This is an optimization exercise on Yosys and OpenROAD, whose aim is small area, not a production implementation. In this exercise RTL edits were held to simulation tests only and were not proved equivalent to the original. Power and IR drop assume default switching activity.

## design.v

```verilog
`timescale 1ns/1ps
`default_nettype none
package mrw_pkg;
  typedef struct packed {
    logic                     en;
    logic [6-1:0]  addr;
  } rd_req_t;
  typedef struct packed {
    logic                     en;
    logic [6-1:0]  addr;
    logic [8-1:0]    data;
  } wr_req_t;
  typedef struct packed {
    logic                     en;
    logic [3-1:0]  bank;
    logic [4-1:0]  row;
  } err_inj_t;
  typedef struct packed {
    logic                     serr;
    logic                     derr;
    logic [7-1:0]  padr;
  } rd_err_t;
  typedef struct packed {
    logic                     vld;
    logic [8-1:0]    data;
    logic                     serr;
    logic                     derr;
    logic [7-1:0]  padr;
  } rd_rsp_t;
  typedef enum logic {
    INIT_SWEEP,
    INIT_DONE
  } init_state_t;
endpackage
`default_nettype wire
`timescale 1ns/1ps
`default_nettype none
module addr_split (
  input  wire  [6-1:0] addr,
  output logic [3-1:0] bank,
  output logic [4-1:0] row
);
  logic [31:0] addr_ext;
  logic [31:0] quot;
  logic [31:0] rem;
  always_comb begin
    addr_ext = 32'(addr);
    quot     = addr_ext / 4;
    rem      = addr_ext - quot * 4;
  end
  assign bank = 3'(rem);
  assign row  = 4'(quot);
endmodule
`default_nettype wire
`timescale 1ns/1ps
`default_nettype none
module mem_bank (
  input  wire                     clk,
  input  wire                     rd_en,
  input  wire  [4-1:0] rd_row,
  output logic [8-1:0]   rd_data,
  input  wire                     wr_en,
  input  wire  [4-1:0] wr_row,
  input  wire  [8-1:0]   wr_data
);
  logic [8-1:0] mem [12];
  always_ff @(posedge clk) begin
    if (wr_en) begin
      mem[wr_row] <= wr_data;
    end
  end
  always_ff @(posedge clk) begin
    if (rd_en) begin
      rd_data <= mem[rd_row];
    end
  end
endmodule
`default_nettype wire
`timescale 1ns/1ps
`default_nettype none
module err_track (
  input  wire                     clk,
  input  wire                     rst,
  input  wire mrw_pkg::err_inj_t  inj,
  input  wire                     clr_en,
  input  wire  [3-1:0] clr_bank,
  input  wire  [4-1:0] clr_row,
  input  wire                     rd0_en,
  input  wire  [3-1:0] rd0_bank,
  input  wire  [4-1:0] rd0_row,
  input  wire                     rd1_en,
  input  wire  [3-1:0] rd1_bank,
  input  wire  [4-1:0] rd1_row,
  input  wire                     rd1_conflict,
  output mrw_pkg::rd_err_t        err0,
  output mrw_pkg::rd_err_t        err1
);
  logic [12-1:0][4:0] flag;
  logic [3-1:0]                 serve1;
  function automatic logic [7+1:0] row_err(input logic [4:0]   hits,
                                      input logic [3-1:0] serve,
                                      input logic [4-1:0] row);
    int                      cnt;
    logic [3-1:0] low;
    cnt = 0;
    low = serve;
    for (int b = 4; b >= 0; b--) begin
      if (hits[b]) begin
        cnt = cnt + 1;
        low = 3'(b);
      end
    end
    row_err = {(cnt != 0), (cnt > 1), low, row};
  endfunction
  assign serve1 = rd1_conflict ? 3'(4) : rd1_bank;
  always_ff @(posedge clk) begin
    if (rst) begin
      flag <= '0;
    end else begin
      if (clr_en) begin
        flag[clr_row][clr_bank]     <= 1'b0;
        flag[clr_row][4] <= 1'b0;
      end
      if (inj.en) begin
        flag[inj.row][inj.bank] <= 1'b1;
      end
    end
  end
  always_ff @(posedge clk) begin
    if (rst) begin
      err0 <= '0;
      err1 <= '0;
    end else begin
      if (rd0_en) begin
        err0 <= row_err(flag[rd0_row], rd0_bank, rd0_row);
      end
      if (rd1_en) begin
        err1 <= row_err(flag[rd1_row], serve1, rd1_row);
      end
    end
  end
endmodule
`default_nettype wire
`timescale 1ns/1ps
`default_nettype none
module mrw_core (
  input  wire                                     clk,
  input  wire                                     rst,
  input  wire mrw_pkg::rd_req_t                   rd0,
  input  wire mrw_pkg::rd_req_t                   rd1,
  input  wire mrw_pkg::wr_req_t                   wr,
  input  wire  [4:0][8-1:0]   bank_rd_data,
  output logic [4:0]                   bank_rd_en,
  output logic [4:0][4-1:0] bank_rd_row,
  output logic [4:0]                   bank_wr_en,
  output logic [4:0][4-1:0] bank_wr_row,
  output logic [4:0][8-1:0]   bank_wr_data,
  output logic                                    err_clr_en,
  output logic [3-1:0]                 err_clr_bank,
  output logic [4-1:0]                 err_clr_row,
  output logic                                    err_rd0_en,
  output logic [3-1:0]                 err_rd0_bank,
  output logic [4-1:0]                 err_rd0_row,
  output logic                                    err_rd1_en,
  output logic [3-1:0]                 err_rd1_bank,
  output logic [4-1:0]                 err_rd1_row,
  output logic                                    err_rd1_conflict,
  input  wire mrw_pkg::rd_err_t                   err0,
  input  wire mrw_pkg::rd_err_t                   err1,
  output mrw_pkg::rd_rsp_t                        rsp0,
  output mrw_pkg::rd_rsp_t                        rsp1,
  output logic                                    ready
);
  mrw_pkg::init_state_t    state;
  logic [4-1:0] sweep_row;
  logic [3-1:0] bank0, bank1, wr_bank;
  logic [4-1:0] row0, row1, wr_row;
  logic                    rd0_go, rd1_go, wr_go, conflict;
  logic                    pend_en;
  logic [3-1:0] pend_bank;
  logic [4-1:0] pend_row;
  logic [8-1:0]   pend_data, par_wr_data;
  logic                    rd0_vld_q, rd1_vld_q, conflict_q, fwd_q;
  logic [3-1:0] bank0_q, bank1_q;
  logic [8-1:0]   fwd_data_q, rebuild;
  addr_split u_split_rd0 (.addr(rd0.addr), .bank(bank0),   .row(row0));
  addr_split u_split_rd1 (.addr(rd1.addr), .bank(bank1),   .row(row1));
  addr_split u_split_wr  (.addr(wr.addr),  .bank(wr_bank), .row(wr_row));
  always_ff @(posedge clk) begin
    if (rst) begin
      state     <= mrw_pkg::INIT_SWEEP;
      sweep_row <= '0;
    end else if (state == mrw_pkg::INIT_SWEEP) begin
      sweep_row <= sweep_row + 1'b1;
      if (sweep_row == 4'(12 - 1)) begin
        state <= mrw_pkg::INIT_DONE;
      end
    end
  end
  assign ready    = (state == mrw_pkg::INIT_DONE);
  assign rd0_go   = rd0.en && ready;
  assign rd1_go   = rd1.en && ready;
  assign wr_go    = wr.en && ready;
  assign conflict = rd0_go && rd1_go && (bank0 == bank1);
  always_comb begin
    par_wr_data = pend_data;
    for (int b = 0; b < 4; b++) begin
      if (3'(b) != pend_bank) begin
        par_wr_data = par_wr_data ^ bank_rd_data[b];
      end
    end
  end
  always_comb begin
    bank_rd_en   = '0;
    bank_rd_row  = '0;
    bank_wr_en   = '0;
    bank_wr_row  = '0;
    bank_wr_data = '0;
    for (int b = 0; b < 4; b++) begin
      if (rd0_go && bank0 == 3'(b)) begin
        bank_rd_en[b]  = 1'b1;
        bank_rd_row[b] = row0;
      end else if (rd1_go) begin
        if (conflict || bank1 == 3'(b)) begin
          bank_rd_en[b]  = 1'b1;
          bank_rd_row[b] = row1;
        end
      end else if (wr_go && wr_bank != 3'(b)) begin
        bank_rd_en[b]  = 1'b1;
        bank_rd_row[b] = wr_row;
      end
      if (wr_go && wr_bank == 3'(b)) begin
        bank_wr_en[b]   = 1'b1;
        bank_wr_row[b]  = wr_row;
        bank_wr_data[b] = wr.data;
      end
    end
    bank_rd_en[4]   = conflict;
    bank_rd_row[4]  = row1;
    bank_wr_en[4]   = pend_en;
    bank_wr_row[4]  = pend_row;
    bank_wr_data[4] = par_wr_data;
    if (state == mrw_pkg::INIT_SWEEP) begin
      bank_wr_en   = '1;
      bank_wr_data = '0;
      for (int b = 0; b <= 4; b++) begin
        bank_wr_row[b] = sweep_row;
      end
    end
  end
  always_ff @(posedge clk) begin
    if (rst) begin
      pend_en    <= 1'b0;
      rd0_vld_q  <= 1'b0;
      rd1_vld_q  <= 1'b0;
      conflict_q <= 1'b0;
      fwd_q      <= 1'b0;
    end else begin
      pend_en    <= wr_go;
      rd0_vld_q  <= rd0_go;
      rd1_vld_q  <= rd1_go;
      conflict_q <= conflict;
      fwd_q      <= conflict && pend_en && (row1 == pend_row);
    end
  end
  always_ff @(posedge clk) begin
    pend_bank  <= wr_bank;
    pend_row   <= wr_row;
    pend_data  <= wr.data;
    bank0_q    <= bank0;
    bank1_q    <= bank1;
    fwd_data_q <= par_wr_data;
  end
  always_comb begin
    rebuild = fwd_q ? fwd_data_q : bank_rd_data[4];
    for (int b = 0; b < 4; b++) begin
      if (3'(b) != bank1_q) begin
        rebuild = rebuild ^ bank_rd_data[b];
      end
    end
  end
  always_comb begin
    rsp0.vld  = rd0_vld_q;
    rsp0.data = bank_rd_data[bank0_q];
    rsp0.serr = err0.serr;
    rsp0.derr = err0.derr;
    rsp0.padr = err0.padr;
    rsp1.vld  = rd1_vld_q;
    rsp1.data = conflict_q ? rebuild : bank_rd_data[bank1_q];
    rsp1.serr = err1.serr;
    rsp1.derr = err1.derr;
    rsp1.padr = err1.padr;
  end
  assign err_clr_en       = wr_go;
  assign err_clr_bank     = wr_bank;
  assign err_clr_row      = wr_row;
  assign err_rd0_en       = rd0_go;
  assign err_rd0_bank     = bank0;
  assign err_rd0_row      = row0;
  assign err_rd1_en       = rd1_go;
  assign err_rd1_bank     = bank1;
  assign err_rd1_row      = row1;
  assign err_rd1_conflict = conflict;
endmodule
`default_nettype wire
`timescale 1ns/1ps
`default_nettype none
module mrw_2ror1w (
  input  wire                     clk,
  input  wire                     rst,
  input  wire                     rd0_en,
  input  wire  [6-1:0] rd0_addr,
  input  wire                     rd1_en,
  input  wire  [6-1:0] rd1_addr,
  input  wire                     wr_en,
  input  wire  [6-1:0] wr_addr,
  input  wire  [8-1:0]   wr_data,
  input  wire                     inj_en,
  input  wire  [3-1:0] inj_bank,
  input  wire  [4-1:0] inj_row,
  output logic                    rsp0_vld,
  output logic [8-1:0]   rsp0_data,
  output logic                    rsp0_serr,
  output logic                    rsp0_derr,
  output logic [7-1:0] rsp0_padr,
  output logic                    rsp1_vld,
  output logic [8-1:0]   rsp1_data,
  output logic                    rsp1_serr,
  output logic                    rsp1_derr,
  output logic [7-1:0] rsp1_padr,
  output logic                    ready
);
  mrw_pkg::rd_req_t  rd0, rd1;
  mrw_pkg::wr_req_t  wr;
  mrw_pkg::err_inj_t inj;
  mrw_pkg::rd_rsp_t  rsp0, rsp1;
  assign rd0 = {rd0_en, rd0_addr};
  assign rd1 = {rd1_en, rd1_addr};
  assign wr  = {wr_en, wr_addr, wr_data};
  assign inj = {inj_en, inj_bank, inj_row};
  assign {rsp0_vld, rsp0_data, rsp0_serr, rsp0_derr, rsp0_padr} = rsp0;
  assign {rsp1_vld, rsp1_data, rsp1_serr, rsp1_derr, rsp1_padr} = rsp1;
  logic [4:0]                   bank_rd_en;
  logic [4:0][4-1:0] bank_rd_row;
  logic [4:0][8-1:0]   bank_rd_data;
  logic [4:0]                   bank_wr_en;
  logic [4:0][4-1:0] bank_wr_row;
  logic [4:0][8-1:0]   bank_wr_data;
  logic                    clr_en;
  logic [3-1:0] clr_bank;
  logic [4-1:0] clr_row;
  logic                    chk0_en, chk1_en, chk1_conflict;
  logic [3-1:0] chk0_bank, chk1_bank;
  logic [4-1:0] chk0_row, chk1_row;
  mrw_pkg::rd_err_t        err0, err1;
  mrw_core u_core (
    .clk              (clk),
    .rst              (rst),
    .rd0              (rd0),
    .rd1              (rd1),
    .wr               (wr),
    .bank_rd_data     (bank_rd_data),
    .bank_rd_en       (bank_rd_en),
    .bank_rd_row      (bank_rd_row),
    .bank_wr_en       (bank_wr_en),
    .bank_wr_row      (bank_wr_row),
    .bank_wr_data     (bank_wr_data),
    .err_clr_en       (clr_en),
    .err_clr_bank     (clr_bank),
    .err_clr_row      (clr_row),
    .err_rd0_en       (chk0_en),
    .err_rd0_bank     (chk0_bank),
    .err_rd0_row      (chk0_row),
    .err_rd1_en       (chk1_en),
    .err_rd1_bank     (chk1_bank),
    .err_rd1_row      (chk1_row),
    .err_rd1_conflict (chk1_conflict),
    .err0             (err0),
    .err1             (err1),
    .rsp0             (rsp0),
    .rsp1             (rsp1),
    .ready            (ready)
  );
  err_track u_err (
    .clk          (clk),
    .rst          (rst),
    .inj          (inj),
    .clr_en       (clr_en),
    .clr_bank     (clr_bank),
    .clr_row      (clr_row),
    .rd0_en       (chk0_en),
    .rd0_bank     (chk0_bank),
    .rd0_row      (chk0_row),
    .rd1_en       (chk1_en),
    .rd1_bank     (chk1_bank),
    .rd1_row      (chk1_row),
    .rd1_conflict (chk1_conflict),
    .err0         (err0),
    .err1         (err1)
  );
  for (genvar b = 0; b <= 4; b++) begin : g_bank
    mem_bank u_bank (
      .clk     (clk),
      .rd_en   (bank_rd_en[b]),
      .rd_row  (bank_rd_row[b]),
      .rd_data (bank_rd_data[b]),
      .wr_en   (bank_wr_en[b]),
      .wr_row  (bank_wr_row[b]),
      .wr_data (bank_wr_data[b])
    );
  end
endmodule
`default_nettype wire
```

## run.sh

```bash
#!/bin/bash
# synth_recipe.tcl (not shown) runs the flow's synth.tcl, then flattens the netlist and writes it again
# the make line also repeats each setting of config.mk as NAME=value (left out here)
make -C /OpenROAD-flow-scripts/flow DESIGN_CONFIG=/design/flow/config.mk WORK_HOME=/design/flow/orfs CLKGATE_MAP_FILE= SYNTH_SCRIPT=/design/flow/synth_recipe.tcl finish
```

## config.mk

```make
export PLATFORM = sky130hd
export DESIGN_NAME = mrw_2ror1w
export DESIGN_NICKNAME = mrw_2ror1w
export VERILOG_FILES = /design/flow/design.v
export SDC_FILE = /design/flow/constraint.sdc
export NUM_CORES = 4
export LEC_CHECK = 0
export CAP_MARGIN = 20
export CORE_MARGIN = 2
export CORE_UTILIZATION = 40
export SLEW_MARGIN = 20
```

## constraint.sdc

```tcl
create_clock -name core_clock -period 6.0 [get_ports {clk}]
set_input_delay 1.2000 -clock core_clock [delete_from_list [all_inputs] [get_ports {clk}]]
set_output_delay 1.2000 -clock core_clock [all_outputs]
set_load 0.01 [all_outputs]
```

==> notes.md <==
layer usage:
metal	global-route usage	share of wire
met1	0.289	0.43
met3	0.0341	0.065
met4	0.0625	0.023
met2	0.343	0.48
met5	0	0.00014
per-stage QoR:
step / worst slack, ns / hold WS, ns
global placement: 0.616 / 0.446
finish: 1.10 / 0.458
CTS: 1.14 / 0.461
detailed placement: 0.502 / 0.454
floorplan: 1.52 / 0.458
global route: 0.718 / 0.475
power by group:
part	internal [W]	total [W]	switching, W
Combinational	0.000315	0.000924	0.000609
Clock	0.00243	0.00415	0.00172
Sequential	0.00484	0.00489	0.0000516
kinds of logic after synthesis:
kind of cell | synth area share
compound gates | 0.105
xor+xnor | 0.0236
fa+ha+maj | 0.0168
buf+inv | 0.0260
flops | 0.581
mux | 0.144
simple gates | 0.104
how the worst min path moves through the flow:
stage	endpoint	slack, ns	cells past startpoint
4_1_cts	u_err.err0[1]$_SDFFE_PP0P_	0.46	2
2_1_floorplan	u_err.flag[8]$_SDFF_PP0_	0.46	2
3_5_place_dp	u_err.err0[1]$_SDFFE_PP0P_	0.45	2
5_1_grt	u_err.err0[4]$_SDFFE_PP0P_	0.47	2
3_3_place_gp	u_err.err0[2]$_SDFFE_PP0P_	0.45	2
6_report	u_err.err0[3]$_SDFFE_PP0P_	0.46	2
critical path, cell delays in order:
cell	delay, ns
clkdlybuf4s50_1	0.66
ha_1	0.31
ha_1	0.23
fa_1	0.52
xor2_4	0.26
a2111oi_0	0.54
a31oi_2	0.10
a211oi_4	0.40
xor2_4	0.21
nor4_1	0.69
nand3_1	0.15
a21oi_1	0.15
synth_stat cells, types with 5 or more instances:
cell,number
a21oi_1,134
buf_1,12
and2_1,58
o32ai_1,12
or2_2,9
ha_1,35
inv_1,32
mux4_2,76
nand2b_1,29
nand3_1,55
xnor2_1,56
buf_2,42
and3_1,11
o221ai_1,71
a211o_1,8
buf_4,7
o21ai_1,9
nor2_1,132
a311oi_1,5
o21ai_0,102
nor2b_1,34
o22ai_1,43
o211ai_1,19
mux2i_1,194
edfxtp_1,520
o21a_1,10
nor3_1,30
nand3b_1,17
nor4_1,7
xor2_1,17
or3_1,6
a31oi_1,16
nand2_1,225
dfxtp_1,114
nand4_1,16
a32oi_1,7
clkbuf_1,81
a211oi_1,15
mux2_2,69
registers in the layout (all words and copies together) (netlist names), 2 cells and up:
name	cells
g_bank.u_bank.mem	480
u_err.flag	60
g_bank.u_bank.rd_data	40
u_err.err0	9
u_err.err1	9
u_core.fwd_data_q	8
u_core.pend_data	8
u_core.pend_row	4
u_core.sweep_row	4
u_core.bank0_q	2
u_core.bank1_q	2
u_core.pend_bank	2
area by class of cell:
| class | instances | share of cell area |
|---|---|---|
| Sequential cell | 634 | 0.513 |
| Multi-Input combinational cell | 1605 | 0.349 |
| Clock buffer | 97 | 0.0564 |
| Clock inverter | 24 | 0.00649 |
| Inverter | 33 | 0.00355 |
| Timing Repair Buffer | 136 | 0.0346 |
| Tap cell | 1030 | 0.0369 |
==> results.cfg <==
[layout]
layout_common_cells = edfxtp_1 (520), nand2_1 (225), mux2i_1 (194)
area_growth_pct = 13.2
multi_input_area_um2 = 12200
utilization = 0.459
seq_area_um2 = 17900
final_cells = 3559
num-fill-cells = 6801
n_antenna_cell = 0
final_common_cell = edfxtp_1
fin_area_um2 = 34900
drive_above_1_share = 0.138
nNetsFinal = 2558

[global_route]
grt_start_max_net_pins = 49
grtUsageTotal = 0.210
grt_pass1_vias = 20100
antenna_found_initial = 5
grt_overflow = 0
grt_pass1_wl_mm = 126

[setup_path]
start_kind = input port
critPathArrivalTime_ns = 5.43
r2r_slack_ns = 2.19
r2r_cells = 6
required_ns = 6.53
critical_path.endpoint = u_err.flag[4]$_SDFF_PP0_
r2r-start = u_core.state$_SDFF_PP0_
endpoint_kind = flop
cp-startpoint = inj_row[3]
worst_r2r_endpoint = g_bank[1].u_bank.mem[3][6]$_DFFE_PP_
path_class = in2reg
cp_max_fo = 10

[min_path]
hold_start = u_err.err0[3]$_SDFFE_PP0P_
min_path_type = reg2reg

[cts]
cts_tree = built
ctsResizeCount = 0
clock_path_buffers = 3
cts_sinks = 634
cts_setup_buffers = 0
cts_max_level = 3
cts_buffers = 70
cts_hold_buf = 0
clk_latency_ns = 0.61
clk_pin_slew_ns = 0.06
root_buffer = clkbuf_16

[die]
die-area_um2 = 79300
pin_count = 76
rows = 101
die_w_um = 282
initial_core_util = 0.405
fp.dieH_um = 282
coreArea_um2 = 76100

[logic_synthesis]
syn-instance-count = 2420
ys_types = 87
synth_area_um2 = 30800
synthDominantCellAreaShare = 0.507
seq_area_frac_synth = 0.581
synth.avg_cell_area_um2 = 12.7
synth_top_area_cell = edfxtp_1
synth_edf_count = 520
synth_nets = 2498
ys_async_sr_fraction = 0
ys_ff_latch = 634
yosysWarnings = 4
yosys-top-cells-area = edfxtp_1 (51%), dfxtp_1 (7.4%), mux2i_1 (6.3%)
synth_flop_cell = edfxtp_1

[sta]
tns_ns = 0
max_slew_margin = 0.245
finalHoldViolations = 0
skew_ns = 0.0277
rsz0062_at_grt = no
maxSlewViolCount = 0
setup-violations-final = 0
max_freq_mhz = 204
worst_pin_slew_ns = 1.13
finalCritPeriodShare = 0.816
period_minus_slack_ns = 4.90

[placed_design]
gp_congestion = 0.927
portBuffers = 75
placed_cells = 3437
place_area_um2 = 32700
hpwlAfterDp_mm = 59.4

[power_and_ir_drop]
ir_drop_mv = 0.169
power_density_nw_per_um2 = 286
power_w = 0.00997
p_leak_nw = 12.8

[routing]
wire_per_inst_um = 23.5
drc_errors = 0
avgViaCountPerCell = 5.81
routed_wl_mm = 83.7
num_vias = 20700
ant_nets = 0
drtPass1Iterations = 5
drt-initial-drc-count = 1980

[flow_run]
drv_cap = 0

[run_status]
status = no timing/DRC/antenna violations

==> re-timing with driven ports <==
The flow's constraints put no driver on any port. The routed layout listed below was extracted and timed again, unchanged, in two steps.
Step 1 (the two cells are an assumption about what drives the block):
set clk [get_ports {clk}]
set_driving_cell -lib_cell sky130_fd_sc_hd__clkbuf_16 $clk
set_driving_cell -lib_cell sky130_fd_sc_hd__buf_2 [delete_from_list [all_inputs] $clk]
Step 2 times the ports against the registers' clock, not the clock port: input delays grow and output delays shrink by t, the midpoint of the rising clock arrivals with the driver on.
a / b / c = no drivers / after step 1 / after step 2; a / b = the first two.
shift t [ns]: 0.655
setup slack, ns: 1.101 / 1.137 / 0.482
hold slack, ns: 0.458 / 0.458 / 0.458
worst setup path after step 2: input to register
After both steps setup and hold are still met in this run. The setup slack of this run moves by +0.036 ns with the drivers and by -0.619 ns with both steps.
